Source: an optimization exercise on an open RTL-to-GDS flow (aim: small area, a short achievable clock period and few clock cycles per item). Production flows keep margins and buffers that such runs may drop.
In this exercise RTL edits were held to simulation tests only and were not proved equivalent to the original.
No activity file was given, so power comes from the tool's default toggle rates.

==> flow/design.v, too long to show whole: its modules and the start of the top module <==
// module conv_requant_packer: 1585 lines
// module rq_fa: 4 lines
// module rq_ha: 4 lines
module conv_requant_packer #(
  parameter int DATA_WIDTH = 8,
  parameter int ACC_WIDTH  = 32,
  parameter int BUS_WIDTH  = 128,
  parameter int ADDR_WIDTH = 18
) (
  input  logic                  clk,
  input  logic                  rst,
  input  logic                  start,
  input  logic [ADDR_WIDTH-1:0] cfg_base_addr,
  input  logic [15:0]           cfg_scale,
  input  logic [4:0]            cfg_shift,
  input  logic [1:0]            cfg_act_mode,
  input  logic [DATA_WIDTH-1:0] cfg_clip_max,
  output logic                  busy,
  output logic                  done,
  input  logic                  in_valid,
  output logic                  in_ready,
  input  logic [ACC_WIDTH-1:0]  in_acc,
  input  logic [ACC_WIDTH-1:0]  in_bias,
  input  logic                  in_last,
  output logic                  out_valid,
  input  logic                  out_ready,
  output logic [ADDR_WIDTH-1:0] out_addr,
  output logic [BUS_WIDTH-1:0]  out_data,
  output logic                  out_last,
  output logic [15:0]           sat_count
);
  // ...
==> flow/run.sh <==
#!/bin/bash
# synth_recipe.tcl (not shown) runs the flow's synth.tcl, then flattens the netlist and writes it again
# the make line also repeats each setting of config.mk as NAME=value (left out here)
make -C /OpenROAD-flow-scripts/flow DESIGN_CONFIG=/design/flow/config.mk WORK_HOME=/design/flow/orfs CLKGATE_MAP_FILE= SYNTH_SCRIPT=/design/flow/synth_recipe.tcl finish
==> flow/config.mk <==
export PLATFORM = sky130hd
export DESIGN_NAME = conv_requant_packer
export DESIGN_NICKNAME = conv_requant_packer
export VERILOG_FILES = /design/flow/design.v
export SDC_FILE = /design/flow/constraint.sdc
export NUM_CORES = 4
export LEC_CHECK = 0
export ABC_AREA = 1
export CAP_MARGIN = 0
export CORE_MARGIN = 2
export CORE_UTILIZATION = 40
export CTS_BUF_LIST = sky130_fd_sc_hd__clkbuf_4 sky130_fd_sc_hd__clkbuf_8
export SETUP_SLACK_MARGIN = 3.8
export SLEW_MARGIN = 0
export SYNTH_HIERARCHICAL = 1
export SYNTH_MINIMUM_KEEP_SIZE = 0
==> flow/constraint.sdc <==
create_clock -name core_clock -period 7.5 [get_ports {clk}]
set_input_delay 1.5000 -clock core_clock [delete_from_list [all_inputs] [get_ports {clk}]]
set_output_delay 1.5000 -clock core_clock [all_outputs]
set_load 0.01 [all_outputs]
==> impl_summary.txt, run 1 <==
----------------------------------------------------
[Power]
  Register share of total power ... 0.209
  Power Sequential ... 3400 uW
  Final total power ... 16300 uW
  Power spent charging and discharging nets ... 7610 uW

[STA]
  Minimum setup slack in the final design ... 3.82 ns
  Period utilization ... 0.491
  Final hold violations ... 0

[Finish]
  Final design utilization ... 0.499
  Non-filler instance count after layout ... 4272

[Synthesis]
  Share of flip-flops with an asynchronous set or reset after synthesis ... 0
  Top cell type by total area after synthesis ... sky130_fd_sc_hd__edfxtp_1
  Mean instance size in the synthesized netlist ... 9.63 um^2
  Xor and xnor fraction of the mapped netlist area ... 0.102
  Syn_nets ... 3445
  Adder-cell share of the synthesized area ... 0.221

[Die]
  Top Ports ... 286
  Die W ... 271 um

[GRT]
  Most Used Layer, Global Route ... met2
  Overflow left after global routing ... 0

[Routing]
  Detailed router's first-iteration violation count ... 1902
  Number of routed nets with antenna violations ... 0

[Worst setup path]
  WS Path Type ... flip-flop to flip-flop
  Endpoint of the worst setup timing path ... s2_c_q[16]
  Crit-path slowest cell ... sky130_fd_sc_hd__edfxtp_1
  Critical Path Stages ... 8

[Status]
  Status ... finished clean

[Clocking]
  Number of levels in the clock H-tree ... 2

----------------------------------------------------
Testbench counts, summed over its fixed seeds: cycles 9,487, items 9,247.
==> run 2: changes to the inputs <==
--- a/flow/design.v
+++ b/flow/design.v
@@ -25,24 +25,24 @@
   output logic [BUS_WIDTH-1:0]  out_data,
   output logic                  out_last,
   output logic [15:0]           sat_count
 );
   localparam int LANES  = BUS_WIDTH / DATA_WIDTH;
   localparam int IDX_W  = $clog2(LANES);
   localparam int PROD_W = ACC_WIDTH + 16;
   logic busy_q, run_q;
-  logic [7:0]                   cfg_one_q, cfg_two_q, cfg_neg_q;   
+  logic [7:0]                   cfg_onen_q, cfg_twon_q, cfg_neg_q;   
   logic                         cfg_top_q;                         
   logic [4:0]                   cfg_shift_q;
   logic [1:0]                   cfg_mode_q;
   logic signed [DATA_WIDTH-1:0] cfg_clip_q;
   logic [ADDR_WIDTH-1:0]        addr_q;
   logic                  s1_valid_q, s1_last_q;
-  logic [ACC_WIDTH-1:0]  s1_b_q;
+  logic [ACC_WIDTH-1:0]  s1_bn_q;      
   logic                  s2_valid_q, s2_last_q;
   logic [PROD_W-1:0]     s2_a_q, s2_c_q;
   logic                  s3_valid_q, s3_last_q, s3_hi_q, s3_neg_q;
   logic [9:0]            s3_t_q;
   logic [BUS_WIDTH-1:0]  word_q;
   logic [IDX_W-1:0]      idx_q;
   logic                  out_valid_q, out_last_q;
   logic stall, adv, accept, out_hs, start_ok, fin, wr, word_done;
@@ -313,20 +313,20 @@
     acc_sat = acc_sum[ACC_WIDTH-1:0];
     if (acc_sum[ACC_WIDTH] != acc_sum[ACC_WIDTH-1])
       acc_sat = {acc_sum[ACC_WIDTH], {(ACC_WIDTH-1){~acc_sum[ACC_WIDTH]}}};
   end
   logic [31:0]       mx;
   logic [15:0]       my;
   logic [PROD_W-1:0] ma, mb;
   logic [7:0] my_one, my_two, my_neg;
-  assign mx     = s1_b_q;
+  assign mx     = ~s1_bn_q;
   assign my     = {cfg_top_q, 15'd0};
-  assign my_one = cfg_one_q;
-  assign my_two = cfg_two_q;
+  assign my_one = ~cfg_onen_q;
+  assign my_two = ~cfg_twon_q;
   assign my_neg = cfg_neg_q;
   logic [7:0] enc_one, enc_two, enc_neg;
   always_comb begin
     for (int k = 0; k < 8; k++) begin
       logic y2, y1, y0;
       y2 = cfg_scale[2*k+1];
       y1 = cfg_scale[2*k];
       y0 = (k == 0) ? 1'b0 : cfg_scale[2*k-1];
@@ -1542,28 +1542,28 @@
         else           idx_q <= idx_q + IDX_W'(1);
       end
       if (wr && word_done) out_valid_q <= 1'b1;
       else if (out_hs)     out_valid_q <= 1'b0;
     end
   end
   always_ff @(posedge clk) begin
     if (start_ok) begin
-      cfg_one_q   <= enc_one;
-      cfg_two_q   <= enc_two;
+      cfg_onen_q  <= ~enc_one;
+      cfg_twon_q  <= ~enc_two;
       cfg_neg_q   <= enc_neg;
       cfg_top_q   <= cfg_scale[15];
       cfg_shift_q <= cfg_shift;
       cfg_mode_q  <= cfg_act_mode;
       cfg_clip_q  <= cfg_clip_max;
     end
     if (start_ok)    addr_q <= cfg_base_addr;
     else if (out_hs) addr_q <= addr_q + ADDR_WIDTH'(1);
     if (adv) begin
-      s1_b_q    <= acc_sat;
+      s1_bn_q   <= ~acc_sat;
       s1_last_q <= in_last;
       s2_a_q    <= ma;
       s2_c_q    <= mb;
       s2_last_q <= s1_last_q;
       s3_t_q    <= t10;
       s3_hi_q   <= hi_ok;
       s3_neg_q  <= p[PROD_W-1];
       s3_last_q <= s2_last_q;
==> flow/flow/run.sh (new file) <==
#!/bin/bash
set -euo pipefail
export BUFFER_PORTS_ARGS="-buffer_cell sky130_fd_sc_hd__buf_1"
bash standard.sh "BUFFER_PORTS_ARGS=$BUFFER_PORTS_ARGS" finish > flow_make.log 2>&1
==> flow/standard.sh (new file) <==
#!/bin/bash
# synth_recipe.tcl (not shown) runs the flow's synth.tcl, then flattens the netlist and writes it again
# the make line also repeats each setting of config.mk as NAME=value (left out here)
make -C /OpenROAD-flow-scripts/flow DESIGN_CONFIG=/design/flow/config.mk WORK_HOME=/design/flow/orfs CLKGATE_MAP_FILE= SYNTH_SCRIPT=/design/flow/synth_recipe.tcl "${@:-finish}"
==> flow/config.mk (replaced) <==
export PLATFORM = sky130hd
export DESIGN_NAME = conv_requant_packer
export DESIGN_NICKNAME = conv_requant_packer
export VERILOG_FILES = /design/flow/design.v
export SDC_FILE = /design/flow/constraint.sdc
export NUM_CORES = 4
export LEC_CHECK = 0
export ABC_AREA = 1
export CAP_MARGIN = 20
export CORE_MARGIN = 2
export CORE_UTILIZATION = 40
export GPL_ROUTABILITY_DRIVEN = 0
export SETUP_SLACK_MARGIN = 3.8
export SLEW_MARGIN = 20
export SYNTH_HIERARCHICAL = 1
export SYNTH_MINIMUM_KEEP_SIZE = 0
removed: flow/run.sh
==> run 2 against run 1 <==
Synthesized area decreased by 0.40%. Sequential power increased by 5%. Clock skew increased by 0.0027 ns. Flip-flop and latch count unchanged. Register-to-register slack improved by 0.04 ns. Non-clock buffer count decreased by 38. Still clean. Clock power increased by 3%.
==> impl_summary.txt, run 2 <==
----------------------------------------------------
[Clocking]
  Hold-fix buffers at CTS ... 0 (unchanged)
  Clock latency at the later pin of the worst-skew pair ... 0.60 ns (was 0.69 ns)
  Max Root-Sink Buffers ... 3 (unchanged)
  Cell chosen for the clock root ... sky130_fd_sc_hd__clkbuf_16 (was sky130_fd_sc_hd__clkbuf_8)
  Number of clock sinks ... 354 (unchanged)
  TritonCTS clock tree ... done (unchanged)
  Clock transition time at the flip-flop clock pins of the worst setup and hold paths ... 0.06 ns (was 0.07 ns)
  Number of buffers created by CTS ... 41 (was 60)
  Number of levels in the clock H-tree ... 2 (unchanged)

[Power]
  Max IR drop VDD ... 0.241 mV (was 0.244 mV)
  Final total power ... 15200 uW (was 16300 uW)
  Leak ... 0.0133 uW (was 0.0144 uW)
  Power per unit of standard cell area ... 469 mW/mm^2 (was 463 mW/mm^2)

[Min path]
  Hold Crit Depth ... 0 (unchanged)
  Path category of the worst min-delay check ... flip-flop to flip-flop (unchanged)

[Routing]
  Met2 WL post-DR ... 35500 um (was 42000 um)
  Length of routed met3 wiring ... 5690 um (was 7040 um)
  Aggregate routed wire length ... 77300 um (was 87800 um)
  Highest Signal Layer ... met4 (unchanged)
  Met1 Routed Length ... 33600 um (was 34800 um)
  Via count ... 22100 (was 23200)
  Number of detailed-routing iterations run before antenna repair ... 5 (was 8)
  Avg Vias per Cell ... 5.32 (was 5.42)
  Detailed router's first-iteration violation count ... 1797 (was 1902)
  Post-DR wirelength/cell ... 18.6 um (was 20.6 um)
  Number of remaining DRC errors ... 0 (unchanged)
  Number of routed nets with antenna violations ... 0 (unchanged)

[Worst setup path]
  Critical Path Start ... cfg_top_q (was cfg_one_q[1])
  Endpoint of the worst setup timing path ... s2_c_q[24] (was s2_c_q[16])
  Critical R2R Launch ... cfg_top_q (was cfg_one_q[1])
  Flop2flop setup slack ... 3.86 ns (was 3.82 ns)
  Depth of the worst register-to-register path ... 8 (unchanged)
  Worst Path Max Fanout ... 34 (was 7)
  Data required, critical path ... 7.83 ns (was 7.87 ns)
  Crit Reg-Reg Endpoint ... s2_c_q[24] (was s2_c_q[16])
  WS Path Type ... flip-flop to flip-flop (unchanged)
  Crit path DAT ... 3.97 ns (was 4.06 ns)
  Endpoint class of the critical path ... flip-flop (unchanged)
  Type of origin of the critical path ... flip-flop (unchanged)

[STA]
  Max Slew Vio Count ... 0 (unchanged)
  Setup repair after global routing missed its margin ... yes (unchanged)
  Period utilization ... 0.485 (was 0.491)
  F_max ... 275 MHz (was 272 MHz)
  Final hold violations ... 0 (unchanged)
  Final setup violation count ... 0 (unchanged)
  Worst Skew ... 0.0427 ns (was 0.0400 ns)
  Worst slew pin tran ... 1.04 ns (was 1.38 ns)
  Worst max-slew margin expressed relative to the limit ... 0.303 (was 0.0691)
  Total Negative Setup Slacks ... 0 ns (unchanged)
  Min cycle time layout ... 3.64 ns (was 3.68 ns)

[Synthesis]
  Share of flip-flops with an asynchronous set or reset after synthesis ... 0 (unchanged)
  Total of warnings raised by yosys ... 7 (unchanged)
  Count leader, synth ... sky130_fd_sc_hd__nand2_1 (unchanged)
  Unique cell type count in the Yosys netlist ... 55 (was 56)
  EDFF count, synth ... 328 (unchanged)
  Leading post-synthesis cells by cell area ... sky130_fd_sc_hd__edfxtp_1 35%, sky130_fd_sc_hd__fa_1 17%, sky130_fd_sc_hd__xor2_1 9.4% (was sky130_fd_sc_hd__edfxtp_1 34%, sky130_fd_sc_hd__fa_1 17%, sky130_fd_sc_hd__xor2_1 9.0%)
  Part of the Yosys area used for sequential elements ... 0.365 (was 0.363)
  Syn_nets ... 3442 (was 3445)
  Top cell type by total area after synthesis ... sky130_fd_sc_hd__edfxtp_1 (unchanged)
  Mean instance size in the synthesized netlist ... 9.60 um^2 (was 9.63 um^2)
  Most used DFF post-synth ... sky130_fd_sc_hd__edfxtp_1 (unchanged)
  Share of the synthesized area in the top cell type ... 0.346 (was 0.345)
  Number of synthesized register bits ... 354 (unchanged)
  Top cell types by occurrence after synthesis ... 575 x sky130_fd_sc_hd__nand2_1, 328 x sky130_fd_sc_hd__edfxtp_1, 305 x sky130_fd_sc_hd__xor2_1 (was 538 x sky130_fd_sc_hd__nand2_1, 339 x sky130_fd_sc_hd__inv_1, 328 x sky130_fd_sc_hd__edfxtp_1)
  Mapped cell area ... 0.0284 mm^2 (was 0.0286 mm^2)
  Synthesized instance count ... 2961 (was 2964)

[GRT]
  Overflow left after global routing ... 0 (unchanged)
  Maximum number of pins on one net before global-route repair ... 80 (was 77)
  Via count of the first global-routing pass ... 21700 (was 23500)
  Wire length of the first global-routing pass ... 122000 um (was 134000 um)
  Number of antenna violations at the first check in global routing ... 1 (was 2)
  Global-route total usage across every layer ... 0.208 (was 0.230)

[Finish]
  Number of flip-flops under the largest register name ... 128 (unchanged)
  Regs by FF count ... word_q (128), s2_a_q (48), s2_c_q (47) (unchanged)
  Fillers ... 6721 (was 6434)
  Area used by sequential logic in the layout ... 0.0104 mm^2 (unchanged)
  Final design utilization ... 0.461 (was 0.499)
  Area taken by multi-input logic gates ... 0.0167 mm^2 (was 0.0169 mm^2)
  Most common cell after layout, fill and taps aside ... sky130_fd_sc_hd__nand2_1 (unchanged)
  Most flops, register ... word_q (unchanged)
  Post-route cell area ... 0.0324 mm^2 (was 0.0351 mm^2)
  Fraction of final layout cells with drive strength greater than 1 ... 0.0868 (was 0.124)
  Final Net Count ... 3652 (was 3762)
  Commonest non-fill, non-tap cells in the layout ... 544 x sky130_fd_sc_hd__nand2_1, 328 x sky130_fd_sc_hd__edfxtp_1, 303 x sky130_fd_sc_hd__xor2_1 (was 519 x sky130_fd_sc_hd__nand2_1, 328 x sky130_fd_sc_hd__edfxtp_1, 311 x sky130_fd_sc_hd__inv_1)
  Area growth syn-to-layout ... 13.8% (was 22.9%)

[Die]
  DIE HEIGHT ... 271 um (about the same)
  Starting density of the core ... 0.405 (was 0.406)
  Placement Rows ... 97 (unchanged)
  Area of the core region ... 0.0703 mm^2 (was 0.0704 mm^2)
  Total Die Area ... 0.0732 mm^2 (was 0.0735 mm^2)
  Top Ports ... 286 (unchanged)
  Die W ... 271 um (about the same)

[Status]
  Status ... finished clean (unchanged)

[Placement]
  Placed Area ... 0.0303 mm^2 (was 0.0322 mm^2)
  Quantity of I/O buffers inserted on ports ... 285 (unchanged)
  Total half-perimeter wirelength after legalization and detailed placement ... 52400 um (was 60500 um)

[Job]
  Number of max-cap violations ... 0 (unchanged)

----------------------------------------------------
==> run 2: cell types whose count changed in the layout (fill, tap and decap cells not counted), moves of 42 or more <==
| cell | previous run | this run |
|---|---|---|
| sky130_fd_sc_hd__clkdlybuf4s50_1 | 282 | 0 |
| sky130_fd_sc_hd__clkbuf_8 | 63 | 1 |
| sky130_fd_sc_hd__buf_1 | 0 | 284 |
| sky130_fd_sc_hd__inv_1 | 311 | 250 |
| sky130_fd_sc_hd__clkbuf_16 | 0 | 42 |
==> run 2: per-layer routing <==
layer  vias up  global-route usage
met2       931               0.335
met3       173              0.0367
met1     10600               0.283
met5         -                   0
li1      10400                   -
met4         0              0.0737
==> run 2: layout make-up <==
| class | instances | area share |
|---|---|---|
| multi-input combinational | 2148 | 0.516 |
| sequential | 354 | 0.320 |
| timing repair buffer | 366 | 0.0576 |
| tap | 940 | 0.0363 |
| clock buffer | 53 | 0.0331 |
| inverter | 260 | 0.0307 |
| clock inverter | 22 | 0.00611 |
| antenna | 1 | 0.0000773 |
==> run 2: logic make-up after synthesis <==
family / synth area share
buffers and inverters: 0.0637
flip-flops: 0.365
AND/OR/NAND/NOR: 0.134
XOR/XNOR: 0.104
AO/OA/AOI/OAI: 0.107
adder cells (fa/ha/maj): 0.222
multiplexers: 0.00444
==> run 2: worst min-delay path by stage <==
| stage | from | endpoint | slack, ns |
|---|---|---|---|
| floorplan | s1_last_q | s2_last_q | 0.40 |
| global placement | s2_last_q | s3_last_q | 0.40 |
| detailed placement | s2_last_q | s3_last_q | 0.41 |
| CTS | s1_last_q | s2_last_q | 0.40 |
| global route | s2_last_q | s3_last_q | 0.43 |
| finish | s1_last_q | s2_last_q | 0.40 |
==> run 2: stage by stage <==
| stage | std cells | hold WS, ns | setup WS, ns |
|---|---|---|---|
| detailed placement | 4026 | 0.407 | 2.94 |
| global route | 4143 | 0.428 | 3.71 |
| CTS | 4108 | 0.400 | 3.80 |
| global placement | 4026 | 0.403 | 3.02 |
| finish | 4144 | 0.403 | 3.86 |
| floorplan | 2961 | 0.400 | 2.50 |
==> run 2: report_power, final <==
part           switching [uW]  leakage, uW  internal, uW  total [uW]
Sequential                462      0.00350          3110        3570
Combinational            5560      0.00916          4130        9690
Clock                     849     0.000620          1060        1910
Total                    6870       0.0133          8300       15200
==> run 2: critical path: stages (launching register included) <==
cell and delay [ns]:
sky130_fd_sc_hd__edfxtp_1 0.35, sky130_fd_sc_hd__clkbuf_8 0.38, sky130_fd_sc_hd__clkinv_1 0.15, sky130_fd_sc_hd__buf_6 0.23
sky130_fd_sc_hd__nor2_1 0.23, sky130_fd_sc_hd__fa_1 0.46, sky130_fd_sc_hd__fa_1 0.45, sky130_fd_sc_hd__fa_1 0.60
sky130_fd_sc_hd__fa_1 0.43
==> run 2: modules after synthesis (local to each module, per instance) <==
module / flops+latches / times used / cells inside
rq_fa: 0 / 211 / 1
rq_ha: 0 / 20 / 1
conv_requant_packer: 354 / 1 / 2730
==> run 2: timing repair <==
item | CTS | global route
setup endpoints to repair | 153 | 167
resized for setup | 24 | 64
cloned | 1 | 4
pin swaps | 6 | 19
buffers inserted | 6 | 30
Testbench counts of run 2, summed over its fixed seeds: cycles 9,487, items 9,247.
==> run 3: changes to the inputs <==
--- a/flow/config.mk
+++ b/flow/config.mk
@@ -11,2 +11,3 @@
 export CORE_UTILIZATION = 40
+export CTS_BUF_LIST = sky130_fd_sc_hd__clkbuf_8
 export GPL_ROUTABILITY_DRIVEN = 0
==> run 3 against run 2 <==
Combinational power increased by 0.9%. Wire length decreased by 0.53%. Hold slack improved by 0.012 ns. Sequential power about the same. Synthesized cell count unchanged. Critical path type is now input pin to output port. Critical endpoint is now done. Highest routed layer is now met5.
==> impl_summary.txt, run 3 <==
----------------------------------------------------
[Power]
  Power per unit of standard cell area ... 466 mW/mm^2 (was 469 mW/mm^2)
  Final total power ... 15200 uW (about the same)
  Leak ... 0.0134 uW (was 0.0133 uW)
  Max IR drop VDD ... 0.250 mV (was 0.241 mV)

[Worst setup path]
  Cell occurring most often along the worst timing path ... sky130_fd_sc_hd__buf_1 (was sky130_fd_sc_hd__fa_1)
  Critical Path Stages ... 4 (was 8)
  Critical Path Start ... out_ready (was cfg_top_q)
  Critical R2R Launch ... cfg_top_q (unchanged)
  WS Path Type ... input pin to output port (was flip-flop to flip-flop)
  Endpoint class of the critical path ... output port (was flip-flop)
  Buffers plus inverters on the worst setup path ... 2 (was 3)
  Crit-path slowest cell ... sky130_fd_sc_hd__buf_1 (was sky130_fd_sc_hd__fa_1)
  List of cells traversed by the critical path ... buf_1 > nand2_1 > nor2_1 > buf_1 (was clkbuf_8 > clkinv_1 > buf_6 > nor2_1 > fa_1 > fa_1 > fa_1 > fa_1)
  Crit path DAT ... 2.11 ns (was 3.97 ns)
  Cell family with most CP delay ... buffers and inverters (was adder cells)
  Data required, critical path ... 6.00 ns (was 7.83 ns)
  Worst Path Max Fanout ... 2 (was 34)
  Type of origin of the critical path ... input pin (was flip-flop)
  Depth of the worst register-to-register path ... 8 (unchanged)
  Delay of the slowest cell on the worst path ... 0.19 ns (was 0.60 ns)

[Clocking]
  Cell chosen for the clock root ... sky130_fd_sc_hd__clkbuf_8 (was sky130_fd_sc_hd__clkbuf_16)
  Number of buffers created by CTS ... 66 (was 41)
  Number of clock sinks ... 354 (unchanged)
  TritonCTS clock tree ... done (unchanged)
  Max Root-Sink Buffers ... 3 (unchanged)
  Number of levels in the clock H-tree ... 3 (was 2)
  Hold-fix buffers at CTS ... 0 (unchanged)
  Clock latency at the later pin of the worst-skew pair ... 0.67 ns (was 0.60 ns)
  Clock transition time at the flip-flop clock pins of the worst setup and hold paths ... 0.06 ns (about the same)

[STA]
  Period utilization ... 0.482 (was 0.485)
  Max Slew Vio Count ... 0 (unchanged)
  Final setup violation count ... 0 (unchanged)
  F_max ... 277 MHz (was 275 MHz)
  Setup repair after global routing missed its margin ... yes (unchanged)
  Min cycle time layout ... 3.61 ns (was 3.64 ns)
  Worst Skew ... 0.0427 ns (about the same)
  Final hold violations ... 0 (unchanged)
  Worst slew pin tran ... 1.02 ns (was 1.04 ns)
  Total Negative Setup Slacks ... 0 ns (unchanged)
  Minimum setup slack in the final design ... 3.89 ns (was 3.86 ns)
  Worst max-slew margin expressed relative to the limit ... 0.312 (was 0.303)

[Min path]
  Hold Crit Depth ... 0 (unchanged)
  Path category of the worst min-delay check ... flip-flop to flip-flop (unchanged)
  Hold Crit Start ... s1_last_q (unchanged)

[Synthesis]
  Synthesized instance count ... 2961 (unchanged)
  Top cell types by occurrence after synthesis ... 575 x sky130_fd_sc_hd__nand2_1, 328 x sky130_fd_sc_hd__edfxtp_1, 305 x sky130_fd_sc_hd__xor2_1 (unchanged)
  Share of flip-flops with an asynchronous set or reset after synthesis ... 0 (unchanged)
  EDFF count, synth ... 328 (unchanged)
  Share of the synthesized area in the top cell type ... 0.346 (unchanged)
  Part of the Yosys area used for sequential elements ... 0.365 (unchanged)
  Complex-gate fraction of the synthesized area ... 0.107 (unchanged)
  Count leader, synth ... sky130_fd_sc_hd__nand2_1 (unchanged)
  Number of synthesized register bits ... 354 (unchanged)
  Leading post-synthesis cells by cell area ... sky130_fd_sc_hd__edfxtp_1 35%, sky130_fd_sc_hd__fa_1 17%, sky130_fd_sc_hd__xor2_1 9.4% (unchanged)
  Unique cell type count in the Yosys netlist ... 55 (unchanged)
  Adder-cell share of the synthesized area ... 0.222 (unchanged)
  Syn_nets ... 3442 (unchanged)
  Main combinational cell family by area after synthesis ... adder cells (unchanged)
  Total of warnings raised by yosys ... 7 (unchanged)
  Most used DFF post-synth ... sky130_fd_sc_hd__edfxtp_1 (unchanged)
  Top cell type by total area after synthesis ... sky130_fd_sc_hd__edfxtp_1 (unchanged)
  Mean instance size in the synthesized netlist ... 9.60 um^2 (unchanged)
  Mux share of post-synthesis cell area ... 0.00444 (unchanged)
  Xor and xnor fraction of the mapped netlist area ... 0.104 (unchanged)
  Post-synthesis share of cell area spent on and, or, nand and nor gates ... 0.134 (unchanged)
  Mapped cell area ... 0.0284 mm^2 (unchanged)

[GRT]
  Number of antenna violations at the first check in global routing ... 2 (was 1)
  Maximum number of pins on one net before global-route repair ... 80 (unchanged)
  Via count of the first global-routing pass ... 21900 (was 21700)
  Wire length of the first global-routing pass ... 122000 um (about the same)
  Global-route total usage across every layer ... 0.209 (was 0.208)
  Overflow left after global routing ... 0 (unchanged)

[Finish]
  Area growth syn-to-layout ... 14.3% (was 13.8%)
  Non-filler instance count after layout ... 4189 (was 4144)
  Final Net Count ... 3679 (was 3652)
  Most common cell after layout, fill and taps aside ... sky130_fd_sc_hd__nand2_1 (unchanged)
  Fillers ... 6733 (was 6721)
  Final design utilization ... 0.463 (was 0.461)
  Regs by FF count ... word_q (128), s2_a_q (48), s2_c_q (47) (unchanged)
  Number of flip-flops under the largest register name ... 128 (unchanged)
  Fraction of final layout cells with drive strength greater than 1 ... 0.0967 (was 0.0868)
  Most flops, register ... word_q (unchanged)
  Commonest non-fill, non-tap cells in the layout ... 543 x sky130_fd_sc_hd__nand2_1, 328 x sky130_fd_sc_hd__edfxtp_1, 304 x sky130_fd_sc_hd__xor2_1 (was 544 x sky130_fd_sc_hd__nand2_1, 328 x sky130_fd_sc_hd__edfxtp_1, 303 x sky130_fd_sc_hd__xor2_1)

[Placement]
  Total half-perimeter wirelength after legalization and detailed placement ... 52400 um (unchanged)
  Worst slack at placement ... 2.94 ns (unchanged)
  Post-Place Cells ... 4026 (unchanged)
  Quantity of I/O buffers inserted on ports ... 285 (unchanged)

[Routing]
  Detailed router's first-iteration violation count ... 1790 (was 1797)
  Aggregate routed wire length ... 76900 um (was 77300 um)
  Number of remaining DRC errors ... 0 (unchanged)
  Via count ... 22100 (about the same)
  Post-DR wirelength/cell ... 18.3 um (was 18.6 um)
  Avg Vias per Cell ... 5.27 (was 5.32)
  Number of routed nets with antenna violations ... 0 (unchanged)
  Number of detailed-routing iterations run before antenna repair ... 5 (unchanged)

[Die]
  Starting density of the core ... 0.405 (unchanged)
  Total Die Area ... 0.0732 mm^2 (unchanged)
  Die W ... 271 um (unchanged)
  Area of the core region ... 0.0703 mm^2 (unchanged)
  DIE HEIGHT ... 271 um (unchanged)
  Placement Rows ... 97 (unchanged)
  Top Ports ... 286 (unchanged)

[Job]
  Number of max-cap violations ... 0 (unchanged)

[Status]
  Status ... finished clean (unchanged)

----------------------------------------------------
-- run 3: changes by cell type in the layout (fill, tap and decap cells not counted), moves of 4 or more --
| cell | delta |
|---|---|
| sky130_fd_sc_hd__buf_12 | +5 |
| sky130_fd_sc_hd__clkbuf_1 | -12 |
| sky130_fd_sc_hd__clkbuf_16 | -41 |
| sky130_fd_sc_hd__clkbuf_8 | +70 |
| sky130_fd_sc_hd__clkinv_1 | +6 |
| sky130_fd_sc_hd__ha_1 | -4 |
| sky130_fd_sc_hd__ha_4 | +4 |
| sky130_fd_sc_hd__inv_1 | +18 |
| sky130_fd_sc_hd__inv_12 | +4 |
-- run 3: modules after synthesis (local to each module, per instance) --
module	flops+latches	area (um^2)	cells
conv_requant_packer	354	24000	2730
rq_ha	0	12.5	1
rq_fa	0	20.0	1
-- run 3: metal layers --
| metal | GRT usage | vias to the layer above | routed length, um |
|---|---|---|---|
| met1 | 0.282 | 10500 | 33100 |
| met3 | 0.0403 | 166 | 5880 |
| met4 | 0.0784 | 2 | 2210 |
| met5 | 0 | - | 13 |
| li1 | - | 10400 | - |
| met2 | 0.334 | 963 | 35700 |
-- run 3: worst paths after layout --
kind	to	slack (ns)
min	s2_last_q	0.42
min reg2reg	s2_last_q	0.42
max	done	3.89
max reg2reg	s2_c_q[24]	3.89
-- run 3: area by class of cell --
type	instances	area, um^2	share of cell area
flip-flops and latches	354	10400	0.319
diodes	1	2.50	0.0000770
well taps	940	1180	0.0362
inverters	260	992	0.0305
clock buffers	70	963	0.0296
multi-input cells	2148	16700	0.515
repair buffers	368	1940	0.0596
clock inverters	48	327	0.0100
-- run 3: kinds of logic after synthesis --
group,after synthesis
AOI/OAI and AO/OA,514
muxes,12
and+or+nand+nor,922
DFF,354
adders and majority gates,362
xor gates and xnor gates,337
buffers and inverters,460
-- run 3: metrics by stage --
stage | instance area (um^2) | hold WS, ns
2_1_floorplan | 28600 | 0.400
3_3_place_gp | 30300 | 0.403
3_5_place_dp | 30300 | 0.407
4_1_cts | 31800 | 0.413
5_1_grt | 32500 | 0.418
6_report | 32500 | 0.415
-- run 3: timing repair --
| action | in CTS | in global routing |
|---|---|---|
| cloned | 1 | 2 |
| buffers inserted | 5 | 35 |
| pin swaps | 5 | 24 |
| setup endpoints to repair | 140 | 168 |
| gates resized for setup | 24 | 61 |
-- run 3: power by group --
group / total, uW / switching (uW) / internal (uW)
sequential: 3540 / 429 / 3110
combinational: 9780 / 5600 / 4180
clock: 1830 / 875 / 959
total: 15200 / 6910 / 8250
==> run 4: changes to the inputs <==
--- a/flow/config.mk
+++ b/flow/config.mk
@@ -11,5 +11,4 @@
 export CORE_UTILIZATION = 40
-export CTS_BUF_LIST = sky130_fd_sc_hd__clkbuf_8
 export GPL_ROUTABILITY_DRIVEN = 0
-export SETUP_SLACK_MARGIN = 3.8
+export SETUP_SLACK_MARGIN = 3.9
 export SLEW_MARGIN = 20
==> run 4 against run 3 <==
Sequential power fell by 3%. Core utilization rose by 0.90 points. Flip-flop and latch count did not move. Wire length rose by 1.9%. Largest power group unchanged. Still clean. Clock power rose by 4%. Die area did not move. Synthesized area did not move. Sequential share of layout area fell by 0.61 points. Critical path depth rose by 2. Final cell count barely moved. Combinational power rose by 4%. Clock skew barely moved.
==> impl_summary.txt, run 4 <==
----------------------------------------------------
[GRT]
  Global-route total usage across every layer ... 0.209 (about the same)
  Number of antenna violations at the first check in global routing ... 0 (was 2)
  Overflow left after global routing ... 0 (unchanged)
  Via count of the first global-routing pass ... 21700 (was 21900)
  Wire length of the first global-routing pass ... 122000 um (about the same)
  Maximum number of pins on one net before global-route repair ... 80 (unchanged)

[Worst setup path]
  Data required, critical path ... 7.80 ns (was 6.00 ns)
  Crit path DAT ... 3.85 ns (was 2.11 ns)
  Cell occurring most often along the worst timing path ... sky130_fd_sc_hd__fa_1 (was sky130_fd_sc_hd__buf_1)
  Buffers plus inverters on the worst setup path ... 0 (was 2)
  Worst Path Max Fanout ... 17 (was 2)
  List of cells traversed by the critical path ... o22ai_1 > xor2_1 > fa_1 > fa_1 > fa_1 > fa_1 (was buf_1 > nand2_1 > nor2_1 > buf_1)
  Endpoint class of the critical path ... flip-flop (was output port)
  Type of origin of the critical path ... flip-flop (was input pin)
  Cell family with most CP delay ... adder cells (was buffers and inverters)
  Crit-path slowest cell ... sky130_fd_sc_hd__edfxtp_1 (was sky130_fd_sc_hd__buf_1)
  WS Path Type ... flip-flop to flip-flop (was input pin to output port)
  Delay of the slowest cell on the worst path ... 0.92 ns (was 0.19 ns)

[Finish]
  Regs by FF count ... word_q (128), s2_a_q (48), s2_c_q (47) (unchanged)
  Area growth syn-to-layout ... 16.5% (was 14.3%)
  Most flops, register ... word_q (unchanged)
  Number of flip-flops under the largest register name ... 128 (unchanged)
  Commonest non-fill, non-tap cells in the layout ... 537 x sky130_fd_sc_hd__nand2_1, 328 x sky130_fd_sc_hd__edfxtp_1, 304 x sky130_fd_sc_hd__xor2_1 (was 543 x sky130_fd_sc_hd__nand2_1, 328 x sky130_fd_sc_hd__edfxtp_1, 304 x sky130_fd_sc_hd__xor2_1)
  Final design utilization ... 0.472 (was 0.463)
  Final Net Count ... 3701 (was 3679)
  Fraction of final layout cells with drive strength greater than 1 ... 0.110 (was 0.0967)
  Number of diodes added for antenna fixing ... 0 (was 1)
  Non-filler instance count after layout ... 4192 (was 4189)
  Most common cell after layout, fill and taps aside ... sky130_fd_sc_hd__nand2_1 (unchanged)

[STA]
  Total Negative Setup Slacks ... 0 ns (unchanged)
  Max Slew Vio Count ... 0 (unchanged)
  Worst max-slew margin expressed relative to the limit ... 0.311 (was 0.312)
  Period utilization ... 0.474 (was 0.482)
  Worst Skew ... 0.0431 ns (was 0.0427 ns)
  Worst slew pin tran ... 1.02 ns (about the same)
  Minimum setup slack in the final design ... 3.95 ns (was 3.89 ns)
  Final hold violations ... 0 (unchanged)
  F_max ... 281 MHz (was 277 MHz)
  Min cycle time layout ... 3.55 ns (was 3.61 ns)
  Setup repair after global routing missed its margin ... yes (unchanged)
  Final setup violation count ... 0 (unchanged)

[Min path]
  Path category of the worst min-delay check ... flip-flop to flip-flop (unchanged)

[Clocking]
  Clock latency at the later pin of the worst-skew pair ... 0.60 ns (was 0.67 ns)
  Number of clock sinks ... 354 (unchanged)
  Max Root-Sink Buffers ... 3 (unchanged)
  Number of levels in the clock H-tree ... 2 (was 3)
  Number of buffers created by CTS ... 41 (was 66)
  Hold-fix buffers at CTS ... 0 (unchanged)
  Clock transition time at the flip-flop clock pins of the worst setup and hold paths ... 0.06 ns (about the same)
  TritonCTS clock tree ... done (unchanged)
  Cell chosen for the clock root ... sky130_fd_sc_hd__clkbuf_16 (was sky130_fd_sc_hd__clkbuf_8)

[Synthesis]
  Number of synthesized register bits ... 354 (unchanged)
  Synthesized instance count ... 2961 (unchanged)
  Total of warnings raised by yosys ... 7 (unchanged)
  Count leader, synth ... sky130_fd_sc_hd__nand2_1 (unchanged)
  Part of the Yosys area used for sequential elements ... 0.365 (unchanged)
  Share of the synthesized area in the top cell type ... 0.346 (unchanged)
  Syn_nets ... 3442 (unchanged)
  Top cell type by total area after synthesis ... sky130_fd_sc_hd__edfxtp_1 (unchanged)
  Mapped cell area ... 0.0284 mm^2 (unchanged)
  Top cell types by occurrence after synthesis ... 575 x sky130_fd_sc_hd__nand2_1, 328 x sky130_fd_sc_hd__edfxtp_1, 305 x sky130_fd_sc_hd__xor2_1 (unchanged)
  EDFF count, synth ... 328 (unchanged)
  Mean instance size in the synthesized netlist ... 9.60 um^2 (unchanged)
  Share of flip-flops with an asynchronous set or reset after synthesis ... 0 (unchanged)
  Unique cell type count in the Yosys netlist ... 55 (unchanged)
  Most used DFF post-synth ... sky130_fd_sc_hd__edfxtp_1 (unchanged)
  Leading post-synthesis cells by cell area ... sky130_fd_sc_hd__edfxtp_1 35%, sky130_fd_sc_hd__fa_1 17%, sky130_fd_sc_hd__xor2_1 9.4% (unchanged)

[Routing]
  Number of routed nets with antenna violations ... 0 (unchanged)
  Avg Vias per Cell ... 5.33 (was 5.27)
  Detailed router's first-iteration violation count ... 1860 (was 1790)
  Aggregate routed wire length ... 78400 um (was 76900 um)
  Via count ... 22400 (was 22100)
  Number of detailed-routing iterations run before antenna repair ... 6 (was 5)
  Post-DR wirelength/cell ... 18.7 um (was 18.3 um)
  Number of remaining DRC errors ... 0 (unchanged)

[Power]
  Final total power ... 15500 uW (was 15200 uW)
  Max IR drop VDD ... 0.243 mV (was 0.250 mV)
  Power per unit of standard cell area ... 468 mW/mm^2 (was 466 mW/mm^2)
  Leak ... 0.0136 uW (was 0.0134 uW)

[Status]
  Status ... finished clean (unchanged)

[Die]
  Die W ... 271 um (unchanged)
  Starting density of the core ... 0.405 (unchanged)
  DIE HEIGHT ... 271 um (unchanged)
  Total Die Area ... 0.0732 mm^2 (unchanged)
  Placement Rows ... 97 (unchanged)
  Top Ports ... 286 (unchanged)
  Area of the core region ... 0.0703 mm^2 (unchanged)

[Placement]
  Post-Place Cells ... 4026 (unchanged)
  Quantity of I/O buffers inserted on ports ... 285 (unchanged)
  Worst slack at placement ... 2.94 ns (unchanged)
  Total half-perimeter wirelength after legalization and detailed placement ... 52400 um (unchanged)

[Job]
  Number of max-cap violations ... 0 (unchanged)

----------------------------------------------------
[run 4: changes by cell type in the layout (fill, tap and decap cells not counted), sizes merged]
cell,change
diode,-1
clkinv,-3
buf,+44
inv,-20
nor2,+1
nand2,+2
clkbuf,-17
clkinvlp,-2
bufinv,-1
[run 4: Yosys stat by module (local to each module, per instance)]
module	copies in the design	cells	flip-flops and latches
rq_fa	211	1	0
rq_ha	20	1	0
conv_requant_packer	1	2730	354
[run 4: what timing repair did]
action | 4_1_cts | 5_1_grt
endpoints found under the hold margin | 0 | 0
pin swaps | 14 | 25
buffers inserted | 15 | 66
gates cloned | 1 | 8
resized for setup | 33 | 107
endpoints found under the setup margin | 183 | 193
[run 4: final timing paths]
| kind | start | endpoint | depth (start not counted) | slack [ns] |
|---|---|---|---|---|
| setup / recovery | s1_bn_q[24] | s2_c_q[29] | 6 | 3.95 |
| hold reg to reg | s1_last_q | s2_last_q | 0 | 0.40 |
| hold / removal | s1_last_q | s2_last_q | 0 | 0.40 |
| setup reg to reg | s1_bn_q[24] | s2_c_q[29] | 6 | 3.95 |
[run 4: logic make-up (layout without fill, tap and decap cells)]
group	count (synthesis)	count (layout)	share of synthesized area
muxes	12	12	0.00444
DFF	354	354	0.365
xor gates and xnor gates	337	337	0.104
and+or+nand+nor	922	925	0.134
buffers and inverters	460	747	0.0637
adders and majority gates	362	362	0.222
AOI/OAI and AO/OA	514	515	0.107
[run 4: stage by stage]
stage / instance area [um^2] / hold slack [ns]
finish: 33100 / 0.405
global route: 33100 / 0.428
CTS: 31900 / 0.400
detailed placement: 30300 / 0.407
global placement: 30300 / 0.403
floorplan: 28600 / 0.400
[run 4: cell type report]
class                      instances  area (um^2)
clock buffer                      53         1070
clock inverter                    22          198
fill                            6658        37100
inverter                         260          992
multi-input combinational       2151        16900
sequential                       354        10400
tap                              940         1180
timing repair buffer             412         2420
[run 4: per-layer routing]
metal / GRT usage / up-vias / part of all wire
met2: 0.336 / 967 / 0.46
met3: 0.0363 / 199 / 0.076
met4: 0.0731 / 0 / 0.034
met5: 0 / - / 0
li1: - / 10500 / -
met1: 0.284 / 10700 / 0.43
[run 4: power breakdown]
group / internal (uW) / total [uW] / switching (uW) / leakage (uW)
registers: 3110 / 3450 / 332 / 0.00350
logic: 4340 / 10200 / 5810 / 0.00951
clock network: 1060 / 1910 / 850 / 0.000620
==> run 5: changes to the inputs <==
==> flow/flow/run.sh (replaced) <==
#!/bin/bash
set -euo pipefail
export BUFFER_PORTS_ARGS="-buffer_cell sky130_fd_sc_hd__buf_1"
export IO_CONSTRAINTS="$PWD/flow/io.tcl"
bash standard.sh "BUFFER_PORTS_ARGS=$BUFFER_PORTS_ARGS" "IO_CONSTRAINTS=$IO_CONSTRAINTS" finish > flow_make.log 2>&1
==> flow/flow/io.tcl (new file) <==
# Keep the handshake pins together: in_ready and done depend on out_ready
# through one gate each.
set_io_pin_constraint -group -order -pin_names {out_ready in_ready done}
--- a/flow/config.mk
+++ b/flow/config.mk
@@ -12,3 +12,3 @@
 export GPL_ROUTABILITY_DRIVEN = 0
-export SETUP_SLACK_MARGIN = 3.9
+export SETUP_SLACK_MARGIN = 3.95
 export SLEW_MARGIN = 20
==> run 5 against run 4 <==
Still clean on timing, DRC and antenna. Sequential power down 1%. Sequential share of layout area is 0.30 points lower. Final cell count is 0.29% higher. Synthesized cell count did not move. Non-clock buffer count increased by 13. Clock power is 6% higher. Final area increased by 0.96%. Critical path type unchanged. Highest routed layer unchanged.
==> impl_summary.txt, run 5 <==
----------------------------------------------------
[Worst setup path]
  List of cells traversed by the critical path ... o22ai_1 > xor2_1 > fa_1 > fa_1 > fa_1 > fa_1 (unchanged)
  Crit-path slowest cell ... sky130_fd_sc_hd__edfxtp_1 (unchanged)
  Crit path DAT ... 3.84 ns (was 3.85 ns)
  Type of origin of the critical path ... flip-flop (unchanged)
  WS Path Type ... flip-flop to flip-flop (unchanged)
  Endpoint class of the critical path ... flip-flop (unchanged)
  Cell family with most CP delay ... adder cells (unchanged)
  Data required, critical path ... 7.83 ns (was 7.80 ns)
  Buffers plus inverters on the worst setup path ... 0 (unchanged)
  Worst Path Max Fanout ... 17 (unchanged)
  Delay of the slowest cell on the worst path ... 0.91 ns (was 0.92 ns)
  Cell occurring most often along the worst timing path ... sky130_fd_sc_hd__fa_1 (unchanged)

[Placement]
  Post-Place Cells ... 4025 (was 4026)
  Placed Area ... 0.0303 mm^2 (about the same)
  Quantity of I/O buffers inserted on ports ... 285 (unchanged)
  Total half-perimeter wirelength after legalization and detailed placement ... 52700 um (was 52400 um)

[Power]
  Max IR drop VDD ... 0.228 mV (was 0.243 mV)
  Power per unit of standard cell area ... 467 mW/mm^2 (was 468 mW/mm^2)
  Leak ... 0.0137 uW (was 0.0136 uW)

[Routing]
  Detailed router's first-iteration violation count ... 1952 (was 1860)
  Aggregate routed wire length ... 78200 um (was 78400 um)
  Number of routed nets with antenna violations ... 0 (unchanged)
  Number of remaining DRC errors ... 0 (unchanged)
  Via count ... 22300 (was 22400)
  Post-DR wirelength/cell ... 18.6 um (was 18.7 um)
  Avg Vias per Cell ... 5.30 (was 5.33)
  Number of detailed-routing iterations run before antenna repair ... 6 (unchanged)

[Synthesis]
  Mean instance size in the synthesized netlist ... 9.60 um^2 (unchanged)
  Total of warnings raised by yosys ... 7 (unchanged)
  Unique cell type count in the Yosys netlist ... 55 (unchanged)
  Share of flip-flops with an asynchronous set or reset after synthesis ... 0 (unchanged)
  Syn_nets ... 3442 (unchanged)
  Share of the synthesized area in the top cell type ... 0.346 (unchanged)
  Synthesized instance count ... 2961 (unchanged)
  Mapped cell area ... 0.0284 mm^2 (unchanged)
  Leading post-synthesis cells by cell area ... sky130_fd_sc_hd__edfxtp_1 35%, sky130_fd_sc_hd__fa_1 17%, sky130_fd_sc_hd__xor2_1 9.4% (unchanged)
  Most used DFF post-synth ... sky130_fd_sc_hd__edfxtp_1 (unchanged)
  Top cell types by occurrence after synthesis ... 575 x sky130_fd_sc_hd__nand2_1, 328 x sky130_fd_sc_hd__edfxtp_1, 305 x sky130_fd_sc_hd__xor2_1 (unchanged)
  EDFF count, synth ... 328 (unchanged)
  Number of synthesized register bits ... 354 (unchanged)
  Part of the Yosys area used for sequential elements ... 0.365 (unchanged)
  Count leader, synth ... sky130_fd_sc_hd__nand2_1 (unchanged)
  Top cell type by total area after synthesis ... sky130_fd_sc_hd__edfxtp_1 (unchanged)

[GRT]
  Via count of the first global-routing pass ... 21600 (was 21700)
  Overflow left after global routing ... 0 (unchanged)
  Number of antenna violations at the first check in global routing ... 1 (was 0)
  Maximum number of pins on one net before global-route repair ... 90 (was 80)
  Wire length of the first global-routing pass ... 121000 um (was 122000 um)
  Global-route total usage across every layer ... 0.207 (was 0.209)

[Min path]
  Path category of the worst min-delay check ... flip-flop to flip-flop (unchanged)

[Finish]
  Final Net Count ... 3714 (was 3701)
  Non-filler instance count after layout ... 4204 (was 4192)
  Most common cell after layout, fill and taps aside ... sky130_fd_sc_hd__nand2_1 (unchanged)
  Regs by FF count ... word_q (128), s2_a_q (48), s2_c_q (47) (unchanged)
  Commonest non-fill, non-tap cells in the layout ... 535 x sky130_fd_sc_hd__nand2_1, 328 x sky130_fd_sc_hd__edfxtp_1, 302 x sky130_fd_sc_hd__xor2_1 (was 537 x sky130_fd_sc_hd__nand2_1, 328 x sky130_fd_sc_hd__edfxtp_1, 304 x sky130_fd_sc_hd__xor2_1)
  Number of flip-flops under the largest register name ... 128 (unchanged)
  Fillers ... 6511 (was 6658)
  Fraction of final layout cells with drive strength greater than 1 ... 0.117 (was 0.110)
  Area growth syn-to-layout ... 17.7% (was 16.5%)
  Post-route cell area ... 0.0335 mm^2 (was 0.0331 mm^2)
  Most flops, register ... word_q (unchanged)

[Clocking]
  Number of clock sinks ... 354 (unchanged)
  Clock transition time at the flip-flop clock pins of the worst setup and hold paths ... 0.06 ns (about the same)
  Hold-fix buffers at CTS ... 0 (unchanged)
  TritonCTS clock tree ... done (unchanged)
  Clock latency at the later pin of the worst-skew pair ... 0.59 ns (was 0.60 ns)
  Number of levels in the clock H-tree ... 2 (unchanged)
  Number of buffers created by CTS ... 42 (was 41)
  Max Root-Sink Buffers ... 3 (unchanged)
  Cell chosen for the clock root ... sky130_fd_sc_hd__clkbuf_16 (unchanged)

[STA]
  Period utilization ... 0.469 (was 0.474)
  Final hold violations ... 0 (unchanged)
  Setup repair after global routing missed its margin ... yes (unchanged)
  F_max ... 285 MHz (was 281 MHz)
  Worst slew pin tran ... 0.982 ns (was 1.02 ns)
  Worst max-slew margin expressed relative to the limit ... 0.340 (was 0.311)
  Min cycle time layout ... 3.51 ns (was 3.55 ns)
  Total Negative Setup Slacks ... 0 ns (unchanged)
  Final setup violation count ... 0 (unchanged)
  Max Slew Vio Count ... 0 (unchanged)
  Worst Skew ... 0.0420 ns (was 0.0431 ns)

[Die]
  Total Die Area ... 0.0732 mm^2 (unchanged)
  DIE HEIGHT ... 271 um (unchanged)
  Starting density of the core ... 0.405 (unchanged)
  Die W ... 271 um (unchanged)
  Placement Rows ... 97 (unchanged)
  Area of the core region ... 0.0703 mm^2 (unchanged)
  Top Ports ... 286 (unchanged)

[Job]
  Number of max-cap violations ... 0 (unchanged)

[Status]
  Status ... finished clean (unchanged)

----------------------------------------------------
==> run 5: per-layer routing <==
metal | global-route usage | share of wire | up-vias
met4 | 0.0663 | 0.025 | 0
met2 | 0.337 | 0.46 | 923
li1 | - | - | 10500
met5 | 0 | 0 | -
met1 | 0.281 | 0.44 | 10700
met3 | 0.0346 | 0.074 | 138
==> run 5: power breakdown <==
group          total, uW  internal (uW)  switching (uW)
clock               2030           1170             854
combinational      10200           4340            5850
sequential          3400           3110             287
==> run 5: stage by stage <==
stage	total power (uW)	util	hold WS (ns)	setup WS, ns
2_1_floorplan	9820	-	0.400	2.50
3_3_place_gp	12400	0.431	0.405	2.98
3_5_place_dp	12500	0.431	0.405	2.91
4_1_cts	15000	0.458	0.421	3.95
5_1_grt	17100	0.476	0.432	3.83
6_report	15600	0.476	0.418	3.99
==> run 5: kinds of logic (layout without fill, tap and decap cells) <==
| group | Yosys count | count (layout) | share of synthesized area |
|---|---|---|---|
| other cells | 0 | 1 | 0 |
| simple gates | 922 | 924 | 0.134 |
| flops | 354 | 354 | 0.365 |
| buf+inv | 460 | 759 | 0.0637 |
| xor+xnor | 337 | 337 | 0.104 |
| mux | 12 | 12 | 0.00444 |
| fa+ha+maj | 362 | 362 | 0.222 |
| compound gates | 514 | 515 | 0.107 |
==> run 5: final cells by class <==
class | count | area [um^2] | area share
tap | 940 | 1180 | 0.0351
clock inverter | 24 | 278 | 0.00830
inverter | 260 | 997 | 0.0298
sequential | 354 | 10400 | 0.310
timing repair buffer | 425 | 2590 | 0.0775
clock buffer | 50 | 1100 | 0.0329
multi-input combinational | 2150 | 16900 | 0.506
antenna | 1 | 2.50 | 0.0000748
==> run 5: final timing paths <==
kind / start / end / slack [ns] / cells past startpoint
max: s1_bn_q[24] / s2_c_q[31] / 3.99 / 6
min: s2_last_q / s3_last_q / 0.42 / 0
max reg2reg: s1_bn_q[24] / s2_c_q[31] / 3.99 / 6
min reg2reg: s2_last_q / s3_last_q / 0.42 / 0
==> run 5: modules after synthesis, one instance, submodules excluded <==
module	cell area (um^2)	cells
conv_requant_packer	24000	2730
rq_ha	12.5	1
rq_fa	20.0	1
==> run 5: timing repair <==
action | 4_1_cts | 5_1_grt
resized for setup | 52 | 122
setup buffers | 20 | 74
hold endpoints to repair | 0 | 0
pin swaps | 19 | 42
cloned | 2 | 7
setup endpoints to repair | 183 | 181

## afterwards: timing with drivers on the ports
Ports are ideal in the flow. The routed layouts listed here were re-timed in OpenROAD.
Step 1 (the two cells are an assumption about what drives the block):
set clk [get_ports {clk}]
set_driving_cell -lib_cell sky130_fd_sc_hd__clkbuf_16 $clk
set_driving_cell -lib_cell sky130_fd_sc_hd__buf_2 [delete_from_list [all_inputs] $clk]
Step 2, shift: input delay + t, output delay - t, t = (earliest + latest rising clock arrival at the registers) / 2. This alone moves slack from input paths to output paths.
a / b / c = no drivers / after step 1 / after step 2; a / b = the first two.
| run | t, ns | slack for setup (ns) | latest minus earliest clock arrival (ns) |
|---|---|---|---|
| run 1 | 0.724 | 3.818 / 3.807 / 3.204 | 0.040 / 0.040 |
| run 2 | 0.633 | 3.862 / 3.854 / 3.509 | 0.043 / 0.043 |
| run 3 | 0.707 | 3.885 / 3.861 / 3.513 | 0.047 / 0.047 |
| run 4 | 0.641 | 3.947 / 3.938 / 3.487 | 0.043 / 0.043 |
| run 5 | 0.633 | 3.985 / 3.966 / 3.624 | 0.050 / 0.049 |
After both steps every run listed still meets setup and hold. For run 1, which loses most, drivers alone change the setup slack by -0.011 ns; drivers and shift together by -0.614 ns.
